Background: an optimization exercise with open tools, aiming at small area, a short achievable clock period and few clock cycles per item. Do not read the settings as production practice.
In this exercise RTL edits were held to simulation tests only and were not proved equivalent to the original.
Power is estimated from default activity; no workload was simulated.

`flow/run.sh`:
```
#!/bin/bash
# synth_recipe.tcl (not shown) runs the flow's synth.tcl, then flattens the netlist and writes it again
# the make line also repeats each setting of config.mk as NAME=value (left out here)
make -C /OpenROAD-flow-scripts/flow DESIGN_CONFIG=/design/flow/config.mk WORK_HOME=/design/flow/orfs CLKGATE_MAP_FILE= SYNTH_SCRIPT=/design/flow/synth_recipe.tcl finish
```
`flow/config.mk`:
```
export PLATFORM = sky130hd
export DESIGN_NAME = reservoir_sampler_core
export DESIGN_NICKNAME = reservoir_sampler_core
export VERILOG_FILES = /design/flow/design.v
export SDC_FILE = /design/flow/constraint.sdc
export NUM_CORES = 4
export LEC_CHECK = 0
export CAP_MARGIN = 20
export CORE_MARGIN = 2
export CORE_UTILIZATION = 45
export PLACE_DENSITY = 0.6
export SLEW_MARGIN = 20
```
`flow/constraint.sdc`:
```
create_clock -name core_clock -period 8.0 [get_ports {clk}]
set_input_delay 1.6000 -clock core_clock [delete_from_list [all_inputs] [get_ports {clk}]]
set_output_delay 1.6000 -clock core_clock [all_outputs]
set_load 0.01 [all_outputs]
```
`flow/design.v`:
```
package rs_pkg;
	localparam int DEPTH  = 64;                  
	localparam int SLOT_W = $clog2(DEPTH);       
	localparam int CFG_W  = 7;                   
	localparam int RND_W  = 31;                  
	localparam int FAST_W = 9;
	localparam int STEPS0 = 2;                   
	localparam int STEPS  = 2;                   
	localparam int NSTAGE = (RND_W - STEPS0 + STEPS - 1) / STEPS;
endpackage
module rs_modu #(
	parameter int W      = 9,
	parameter int STEPS0 = 2,
	parameter int STEPS  = 2,
	parameter int NSTAGE = 15
) (
	input  logic          clk,
	input  logic          arst_n,
	input  logic          in_valid,
	input  logic [30:0]   in_rnd,
	input  logic [W-1:0]  in_n,
	input  logic [31:0]   in_item,
	output logic          out_valid,
	output logic [W-1:0]  out_rem,
	output logic [31:0]   out_item,
	output logic          busy
);
	function automatic logic [W-1:0] step(input logic [W-1:0] x, input logic b,
			input logic [W-1:0] n);
		logic [W:0] t;
		logic [W:0] m;
		logic [W:0] g;
		logic [W:0] p;
		logic [W:0] gn;
		logic [W:0] pn;
		logic [W:0] bo;
		logic [W:0] r;
		t = {x, b};
		m = {1'b0, n};
		g = ~t & m;
		p = ~t | m;
		for (int s = 1; s <= W; s = s * 2) begin
			gn = g;
			pn = p;
			for (int i = s; i <= W; i++) begin
				gn[i] = g[i] | (p[i] & g[i-s]);
				pn[i] = p[i] & p[i-s];
			end
			g = gn;
			p = pn;
		end
		bo = {g[W-1:0], 1'b0};
		r = t ^ ({(W+1){~g[W]}} & (m ^ bo));
		step = r[W-1:0];
	endfunction
	localparam int NS = NSTAGE;
	logic [NS:0]           v;
	logic [NS:0][W-1:0]    rem;
	logic [NS:0][30:0]     rnd;
	logic [NS:0][W-1:0]    dvs;
	logic [NS:0][31:0]     item;
	always_comb begin
		logic [W-1:0] x;
		x = '0;
		for (int i = 0; i < STEPS0; i++) begin
			x = step(x, in_rnd[30 - i], in_n);
			if (i + 1 < W) begin
				x = x & W'((1 << (i + 1)) - 1);
			end
		end
		v[0]    = in_valid;
		rem[0]  = x;
		rnd[0]  = in_rnd;
		dvs[0]  = in_n;
		item[0] = in_item;
	end
	for (genvar s = 0; s < NS; s++) begin : g_stage
		logic [W-1:0] nxt;
		always_comb begin
			logic [W-1:0] x;
			x = rem[s];
			for (int i = 0; i < STEPS; i++) begin
				if (STEPS0 + s * STEPS + i < 31) begin
					x = step(x, rnd[s][30 - (STEPS0 + s * STEPS + i)], dvs[s]);
					if (STEPS0 + s * STEPS + i + 1 < W) begin
						x = x & W'((1 << (STEPS0 + s * STEPS + i + 1)) - 1);
					end
				end
			end
			nxt = x;
		end
		always_ff @(posedge clk or negedge arst_n) begin
			if (!arst_n) begin
				v[s+1] <= 1'b0;
			end else begin
				v[s+1] <= v[s];
			end
		end
		always_ff @(posedge clk) begin
			rem[s+1]  <= nxt;
			rnd[s+1]  <= rnd[s];
			dvs[s+1]  <= dvs[s];
			item[s+1] <= item[s];
		end
	end
	assign out_valid = v[NS];
	assign out_rem   = rem[NS];
	assign out_item  = item[NS];
	assign busy      = |v[NS:1];
endmodule
module rs_slow (
	input  logic        clk,
	input  logic        arst_n,
	input  logic        start,
	input  logic [30:0] dividend,
	input  logic [31:0] divisor,
	output logic        busy,
	output logic        done,
	output logic [31:0] remainder
);
	logic        run_q;
	logic        done_q;
	logic [4:0]  idx_q;
	logic [31:0] rem_q;
	logic [32:0] trial;
	logic [32:0] diff;
	always_comb begin
		trial = {rem_q, dividend[idx_q]};
		diff  = trial - {1'b0, divisor};
	end
	always_ff @(posedge clk or negedge arst_n) begin
		if (!arst_n) begin
			run_q  <= 1'b0;
			done_q <= 1'b0;
			idx_q  <= 5'd0;
		end else begin
			done_q <= run_q && (idx_q == 5'd0);
			if (start) begin
				run_q <= 1'b1;
				idx_q <= 5'd30;
			end else if (run_q) begin
				idx_q <= idx_q - 1'b1;
				if (idx_q == 5'd0) begin
					run_q <= 1'b0;
				end
			end
		end
	end
	always_ff @(posedge clk) begin
		if (start) begin
			rem_q <= '0;
		end else if (run_q) begin
			rem_q <= diff[32] ? trial[31:0] : diff[31:0];
		end
	end
	assign busy      = run_q || done_q;
	assign done      = done_q;
	assign remainder = rem_q;
endmodule
module rs_ctrl
(
	input  logic        clk,
	input  logic        arst_n,
	input  logic        s_tvalid,
	output logic        s_tready,
	input  logic [63:0] s_tdata,
	input  logic        s_tuser,
	output logic        m_tvalid,
	input  logic        m_tready,
	output logic [31:0] m_tdata,
	output logic        m_tlast,
	input  logic        cfg_valid,
	output logic        cfg_ready,
	input  logic [6:0]  cfg_data
);
	localparam int W  = rs_pkg::FAST_W;
	localparam int NS = rs_pkg::NSTAGE;
	logic [6:0] k_q;
	always_ff @(posedge clk or negedge arst_n) begin
		if (!arst_n) begin
			k_q <= 7'd1;
		end else if (cfg_valid) begin
			if (cfg_data == 7'd0) begin
				k_q <= 7'd1;
			end else if (cfg_data > 7'd64) begin
				k_q <= 7'd64;
			end else begin
				k_q <= cfg_data;
			end
		end
	end
	assign cfg_ready = 1'b1;
	logic        rdy_q;
	logic        acc;
	logic        acc_push;
	logic        acc_fin;
	logic [31:0] cnt_q;
	logic        below_k;
	logic        fast;
	logic        slow_zone;
	logic [6:0]  m_now;
	assign s_tready = rdy_q;
	assign acc      = s_tvalid && rdy_q;
	assign acc_push = acc && !s_tuser;
	assign acc_fin  = acc && s_tuser;
	always_comb begin
		below_k   = (cnt_q[31:7] == '0) && (cnt_q[6:0] < k_q);
		fast      = cnt_q < 32'((64'd1 << W) - 1);
		slow_zone = cnt_q >= 32'((64'd1 << W) - 2);
		m_now     = below_k ? cnt_q[6:0] : k_q;
	end
	always_ff @(posedge clk or negedge arst_n) begin
		if (!arst_n) begin
			cnt_q <= '0;
		end else if (acc_fin) begin
			cnt_q <= '0;
		end else if (acc_push && !(&cnt_q)) begin
			cnt_q <= cnt_q + 1'b1;
		end
	end
	logic        e_fill;
	logic        e_pipe;
	logic        e_slow;
	logic [5:0]  e_slot;
	logic [31:0] e_item;
	logic [30:0] e_rnd;
	always_ff @(posedge clk or negedge arst_n) begin
		if (!arst_n) begin
			e_fill <= 1'b0;
			e_pipe <= 1'b0;
			e_slow <= 1'b0;
		end else begin
			e_fill <= acc_push && below_k;
			e_pipe <= acc_push && !below_k && fast;
			e_slow <= acc_push && !below_k && !fast;
		end
	end
	always_ff @(posedge clk) begin
		if (rdy_q) begin
			e_slot <= cnt_q[5:0];
			e_item <= s_tdata[31:0];
			e_rnd  <= s_tdata[62:32];
		end
	end
	logic          p_v;
	logic [W-1:0]  p_rem;
	logic [31:0]   p_item;
	logic [NS:1]   p_vall;
	logic          p_busy;
	rs_modu #(
		.W      (W),
		.STEPS0 (rs_pkg::STEPS0),
		.STEPS  (rs_pkg::STEPS),
		.NSTAGE (NS)
	) u_modu (
		.clk       (clk),
		.arst_n    (arst_n),
		.in_valid  (e_pipe),
		.in_rnd    (e_rnd),
		.in_n      (cnt_q[W-1:0]),
		.in_item   (e_item),
		.out_valid (p_v),
		.out_rem   (p_rem),
		.out_item  (p_item),
		.busy      (p_busy)
	);
	logic        sl_busy;
	logic        sl_done;
	logic [31:0] sl_rem;
	rs_slow u_slow (
		.clk       (clk),
		.arst_n    (arst_n),
		.start     (e_slow),
		.dividend  (e_rnd),
		.divisor   (cnt_q),
		.busy      (sl_busy),
		.done      (sl_done),
		.remainder (sl_rem)
	);
	logic        fin_pend;
	logic [6:0]  m_pend;
	logic [6:0]  k_old;
	logic [$clog2(NS+1)-1:0] drain_q;
	logic [6:0]  k_exit;
	assign k_exit = (drain_q != '0) ? k_old : k_q;
	logic        p_hit;
	logic        sl_hit;
	logic [63:0] we;
	logic [31:0] wdata;
	logic [63:0] rsel_q;
	logic [31:0] rdata;
	assign p_hit  = p_v && (p_rem < W'(k_exit));
	assign sl_hit = sl_done && (sl_rem < 32'(k_q));
	always_comb begin
		for (int i = 0; i < 64; i++) begin
			we[i] = (e_fill && (e_slot == 6'(i)))
				|| (p_hit && (p_rem[5:0] == 6'(i)))
				|| (sl_hit && (sl_rem[5:0] == 6'(i)));
		end
		wdata = p_hit ? p_item : e_item;
	end
	rs_dpath u_dpath (
		.clk   (clk),
		.we    (we),
		.wdata (wdata),
		.rsel  (rsel_q),
		.rdata (rdata)
	);
	logic        dump_q;
	logic        primed_q;
	logic [6:0]  m_q;
	logic [6:0]  ptr_q;
	logic        ov_q;
	logic [31:0] od_q;
	logic        ol_q;
	logic        rd;
	logic        rd_last;
	assign rd      = dump_q && (primed_q || (drain_q == '0)) && (!ov_q || m_tready);
	assign rd_last = (ptr_q + 7'd1) == m_q;
	always_ff @(posedge clk or negedge arst_n) begin
		if (!arst_n) begin
			fin_pend <= 1'b0;
			m_pend   <= '0;
			k_old    <= 7'd1;
			drain_q  <= '0;
			dump_q   <= 1'b0;
			primed_q <= 1'b0;
			m_q      <= '0;
			ptr_q    <= '0;
			rsel_q   <= '0;
			ov_q     <= 1'b0;
		end else begin
			if (acc_fin) begin
				fin_pend <= 1'b1;
				m_pend   <= m_now;
				k_old    <= k_q;
				drain_q  <= NS;
			end else if (drain_q != '0) begin
				drain_q <= drain_q - 1'b1;
			end
			if (fin_pend && !dump_q) begin
				fin_pend <= 1'b0;
				dump_q   <= (m_pend != '0);
				primed_q <= 1'b0;
				m_q      <= m_pend;
				ptr_q    <= '0;
				rsel_q   <= 64'd1;
			end else if (rd) begin
				primed_q <= 1'b1;
				ptr_q    <= ptr_q + 1'b1;
				rsel_q   <= {rsel_q[62:0], 1'b0};
				if (rd_last) begin
					dump_q <= 1'b0;
				end
			end
			if (rd) begin
				ov_q <= 1'b1;
			end else if (m_tready) begin
				ov_q <= 1'b0;
			end
		end
	end
	always_ff @(posedge clk) begin
		if (rd) begin
			od_q <= rdata;
			ol_q <= rd_last;
		end
	end
	assign m_tvalid = ov_q;
	assign m_tdata  = od_q;
	assign m_tlast  = ol_q;
	logic push_safe;
	logic rdy_d;
	assign push_safe = ((cnt_q[31:6] == '0) && ({1'b0, cnt_q[5:0]} + 7'd2 <= ptr_q))
		|| (k_q <= ptr_q);
	always_comb begin
		rdy_d = 1'b1;
		if (acc_fin || fin_pend) rdy_d = 1'b0;
		if (dump_q && !push_safe && !(rd && rd_last)) rdy_d = 1'b0;
		if (dump_q && cfg_valid) rdy_d = 1'b0;
		if (slow_zone && (acc || e_fill || e_pipe || e_slow || p_busy || sl_busy)) rdy_d = 1'b0;
	end
	always_ff @(posedge clk or negedge arst_n) begin
		if (!arst_n) begin
			rdy_q <= 1'b1;
		end else begin
			rdy_q <= rdy_d;
		end
	end
endmodule
module rs_dpath
(
	input  logic        clk,
	input  logic [63:0] we,
	input  logic [31:0] wdata,
	input  logic [63:0] rsel,
	output logic [31:0] rdata
);
	logic [31:0] slot_q [64];
	for (genvar i = 0; i < 64; i++) begin : g_slot
		always_ff @(posedge clk) begin
			if (we[i]) begin
				slot_q[i] <= wdata;
			end
		end
	end
	always_comb begin
		rdata = '0;
		for (int i = 0; i < 64; i++) begin
			rdata = rdata | (slot_q[i] & {32{rsel[i]}});
		end
	end
endmodule
module reservoir_sampler_core
(
	input  logic             clk,
	input  logic             arst_n,
	input  logic             s_tvalid,
	output logic             s_tready,
	input  logic [63:0]      s_tdata,     
	input  logic             s_tuser,     
	output logic             m_tvalid,
	input  logic             m_tready,
	output logic [31:0]      m_tdata,     
	output logic             m_tlast,
	input  logic             cfg_valid,
	output logic             cfg_ready,
	input  logic [rs_pkg::CFG_W-1:0] cfg_data
);
	rs_ctrl u_ctrl (
		.clk       (clk),
		.arst_n    (arst_n),
		.s_tvalid  (s_tvalid),
		.s_tready  (s_tready),
		.s_tdata   (s_tdata),
		.s_tuser   (s_tuser),
		.m_tvalid  (m_tvalid),
		.m_tready  (m_tready),
		.m_tdata   (m_tdata),
		.m_tlast   (m_tlast),
		.cfg_valid (cfg_valid),
		.cfg_ready (cfg_ready),
		.cfg_data  (cfg_data)
	);
endmodule
```
==> run summary <==
==> kinds of logic after synthesis <==
family                     Yosys count  share of synthesized area
muxes                               80                    0.00796
adders and majority gates          149                     0.0143
AOI/OAI and AO/OA                 1840                      0.123
xor gates and xnor gates           430                     0.0316
DFF                               3275                      0.737
buffers and inverters              627                     0.0200
other                                1                  0.0000314
and+or+nand+nor                   1642                     0.0670
==> final cells by class <==
cell class / count / area [um2] / area share
multi-input cells: 4142 / 30300 / 0.221
inverters: 216 / 813 / 0.00592
repair buffers: 285 / 2620 / 0.0191
diodes: 8 / 20.0 / 0.000146
well taps: 3533 / 4420 / 0.0322
flip-flops and latches: 3275 / 88100 / 0.641
clock inverters: 160 / 1700 / 0.0124
clock buffers: 452 / 9490 / 0.0691
==> power by group through the flow <==
| stage | clock network (mW) | logic (mW) | registers, mW |
|---|---|---|---|
| after floorplan | 0 | 8.99 | 22.0 |
| after global placement | 0 | 12.4 | 23.1 |
| after global routing | 16.6 | 14.0 | 23.1 |
| after CTS | 15.9 | 12.7 | 22.9 |
| final | 15.8 | 12.9 | 22.9 |
| after detailed placement | 0 | 12.6 | 23.2 |
==> layout by cell type, fill, tap and decap left out, types with 160 or more instances in the layout <==
master     Yosys  layout
a221oi_1     523     523
a22o_1       516     516
buf_4          2     163
clkbuf_16      0     347
dfxtp_1      960     960
edfxtp_1    2150    2150
inv_1        213     213
nand2_1      553     553
nand3_1      162     160
nor2_1       308     308
o21ai_0      179     179
xnor2_1      306     306
==> through the flow <==
| stage | util | hold WS (ps) |
|---|---|---|
| 2_1_floorplan | - | 310 |
| 3_3_place_gp | 0.476 | 310 |
| 3_5_place_dp | 0.477 | 312 |
| 4_1_cts | 0.519 | 280 |
| 5_1_grt | 0.520 | 281 |
| 6_report | 0.520 | 277 |
==> metal layers <==
metal	global-route usage	vias up	share of wire
met5	0	-	0.00010
met4	0.139	6	0.059
met3	0.0764	1268	0.14
met2	0.449	5947	0.44
met1	0.397	38600	0.36
li1	-	31600	-
==> worst max-delay path: cells and delay by family, from the launching register on <==
kind	cells	cell delay, ps
compound gates	13	3100
mux	3	1600
flops	1	650
buf+inv	1	320
xor+xnor	1	720
simple gates	2	130
fa+ha+maj	2	490
==> sequential cells by signal (all words and copies together) (netlist names), 64 cells and up <==
name and count:
u_ctrl.u_modu.rem 126, u_ctrl.rsel_q 64, u_ctrl.u_dpath.slot_q 2048, u_ctrl.u_modu.dvs 126, u_ctrl.u_modu.item 480, u_ctrl.u_modu.rnd 196
==> final timing paths <==
path | to | depth (start not counted) | slack (ps) | from
min reg2reg | u_ctrl.u_modu.item[355]$_DFF_P_ | 0 | 280 | u_ctrl.u_modu.item[323]$_DFF_P_
max | u_ctrl.u_slow.rem_q[6]$_SDFFE_PP0P_ | 22 | 880 | u_ctrl.u_slow.idx_q[0]$_DFFE_PN0P_
min in group asynchronous | u_ctrl.cnt_q[17]$_DFFE_PN0P_ | 1 | 620 | arst_n
min | u_ctrl.u_modu.item[355]$_DFF_P_ | 0 | 280 | u_ctrl.u_modu.item[323]$_DFF_P_
max reg2reg | u_ctrl.u_slow.rem_q[6]$_SDFFE_PP0P_ | 22 | 880 | u_ctrl.u_slow.idx_q[0]$_DFFE_PN0P_
max in group asynchronous | u_ctrl.rsel_q[24]$_DFFE_PN0P_ | 2 | 5970 | arst_n
==> results.cfg <==
[outcome]
status = timing/DRC/antenna clean

[clock_tree]
cts_tree = done
clock_latency_ps = 990
cts.repair.resized = 0
clock_sinks = 3275
h-tree-depth = 5
cts-root-buf = clkbuf_16
hold_buffers = 0
cts_buffer_depth = 4
clk_pin_slew_ps = 60
cts_setup_buffers = 0
cts_buffers = 334

[power_and_ir_drop]
p_sw_frac = 0.327
ir_worst_vdd_mv = 0.291
internal_power_mw = 34.7
clockPowerShare = 0.306
total_leakage_power_nw = 47.1
p_seq_frac = 0.444
p_total_mw = 51.6
pwr-share-comb = 0.250
powerDensity_nw_per_um2 = 375
p_sw_mw = 16.8

[route]
wl_per_cell_um = 33.9
drt_iter0_markers = 13300
routed_wirelength_mm = 409
ant_nets = 0
viasPerCell = 6.42
drt-pass1-iter-count = 8
post-route-drc-count = 0
vias = 77500

[sta]
tightest_slew_ps = 1310
fin_crit_sh = 0.890
slew_headroom = 0.129
setup_violations = 0
final_hold_viol_count = 0
fin_setup_tns_ps = 0
fin_crit_ps = 7120
rsz0062_at_grt = false
clock_skew_ps = 145
worst_slack_ps = 883
max_freq_mhz = 141
maxSlewViolCount = 0

[placed_design]
placed_cells = 11400
dpl_cell_area_um2 = 126000
gp_congestion = 0.878
io_buffers = 110
post-place-ws_ps = 888
hpwl_mm = 219

[setup_path]
critPathCaptureType = register
slowest_stage = xor2_4
critical_path_class = register to register
cp.arrival_ps = 7880
cp.required_ps = 8770
cpMostUsedCell = o21ai_0
critical_path.max_stage_delay_ps = 720
critPathMaxFanout = 28
critPathLaunchType = register
path_cells = mux4_2 -> mux4_2 -> mux2i_1 -> ha_1 -> fa_1 -> nor2b_1 -> o21ai_0 -> a21boi_0 -> o21ai_0 -> a21boi_0 -> o21ai_0 -> a21boi_0 -> o21ai_0 -> a31oi_1 -> o21ai_0 -> a31oi_1 -> o21ai_0 -> xor2_4 -> buf_4 -> nand2_1 -> o31a_1 -> a211oi_1

[die]
core.rowCount = 189
design.core.area_um2 = 264000
num_io_pins = 113
die_w_um = 519
die_h_um = 519
fp.dieArea_um2 = 269000
start_util = 0.451

[yosys]
netlist_area_um2 = 119000
synth_edf_count = 2150
synth_warnings = 5
synth_area_per_cell_um2 = 14.8
synth_top_area_share = 0.541
yosysTopAreaCell = edfxtp_1
synth_cell_types = 106
ys_ff_latch = 3275
ys_seq_area_frac = 0.737
synth-main-ff-cell = edfxtp_1
ys_top_cells_by_area = edfxtp_1, dfxtp_1, a221oi_1
yosysMostFrequentCell = edfxtp_1
synth_cells = 8044
synth_common_cells = edfxtp_1, dfxtp_1, nand2_1
async_flop_share = 0.0504
synth_nets = 8193

[cells_and_area]
finalNonFillerCells = 12100
area_growth_pct = 15.2
final_area_um2 = 137000
drive_gt1_frac = 0.112
nets = 8403
n_fill_cell = 21700

[grt]
grt_usage = 0.295
grt_overflow = 0
grt_pass1_wl_mm = 562
first_global_vias = 72200
antenna_found_initial = 19
grt_max_degree = 133

[hold_path]
hold_class = register to register

[run]
drv_cap = 0
Testbench counts, summed over its fixed seeds: cycles 11,292, items 10,234.

-- what the ideal ports hide --
The flow's constraints put no driver on any port. The routed layout listed below was extracted and timed again, unchanged, in two steps.
Step 1 (the two cells are an assumption about what drives the block):
set clk [get_ports {clk}]
set_driving_cell -lib_cell sky130_fd_sc_hd__clkbuf_16 $clk
set_driving_cell -lib_cell sky130_fd_sc_hd__buf_2 [delete_from_list [all_inputs] $clk]
Step 2 moves the port delays by t, midway between the first and last clock arrival at a register: inputs arrive t later, outputs are due t later. That takes back most of the time a late clock gives input paths.
a / b / c = no drivers / after step 1 / after step 2; a / b = the first two.
t, ns: 1.020
slack for setup (ns): 0.883 / 0.883 / 0.883
worst setup path at the end: register to register
pins driven straight from the clock port: 1
After both steps this run still meets setup and hold. The setup slack of this run moves by 0.000 ns with the drivers and by 0.000 ns with both steps.
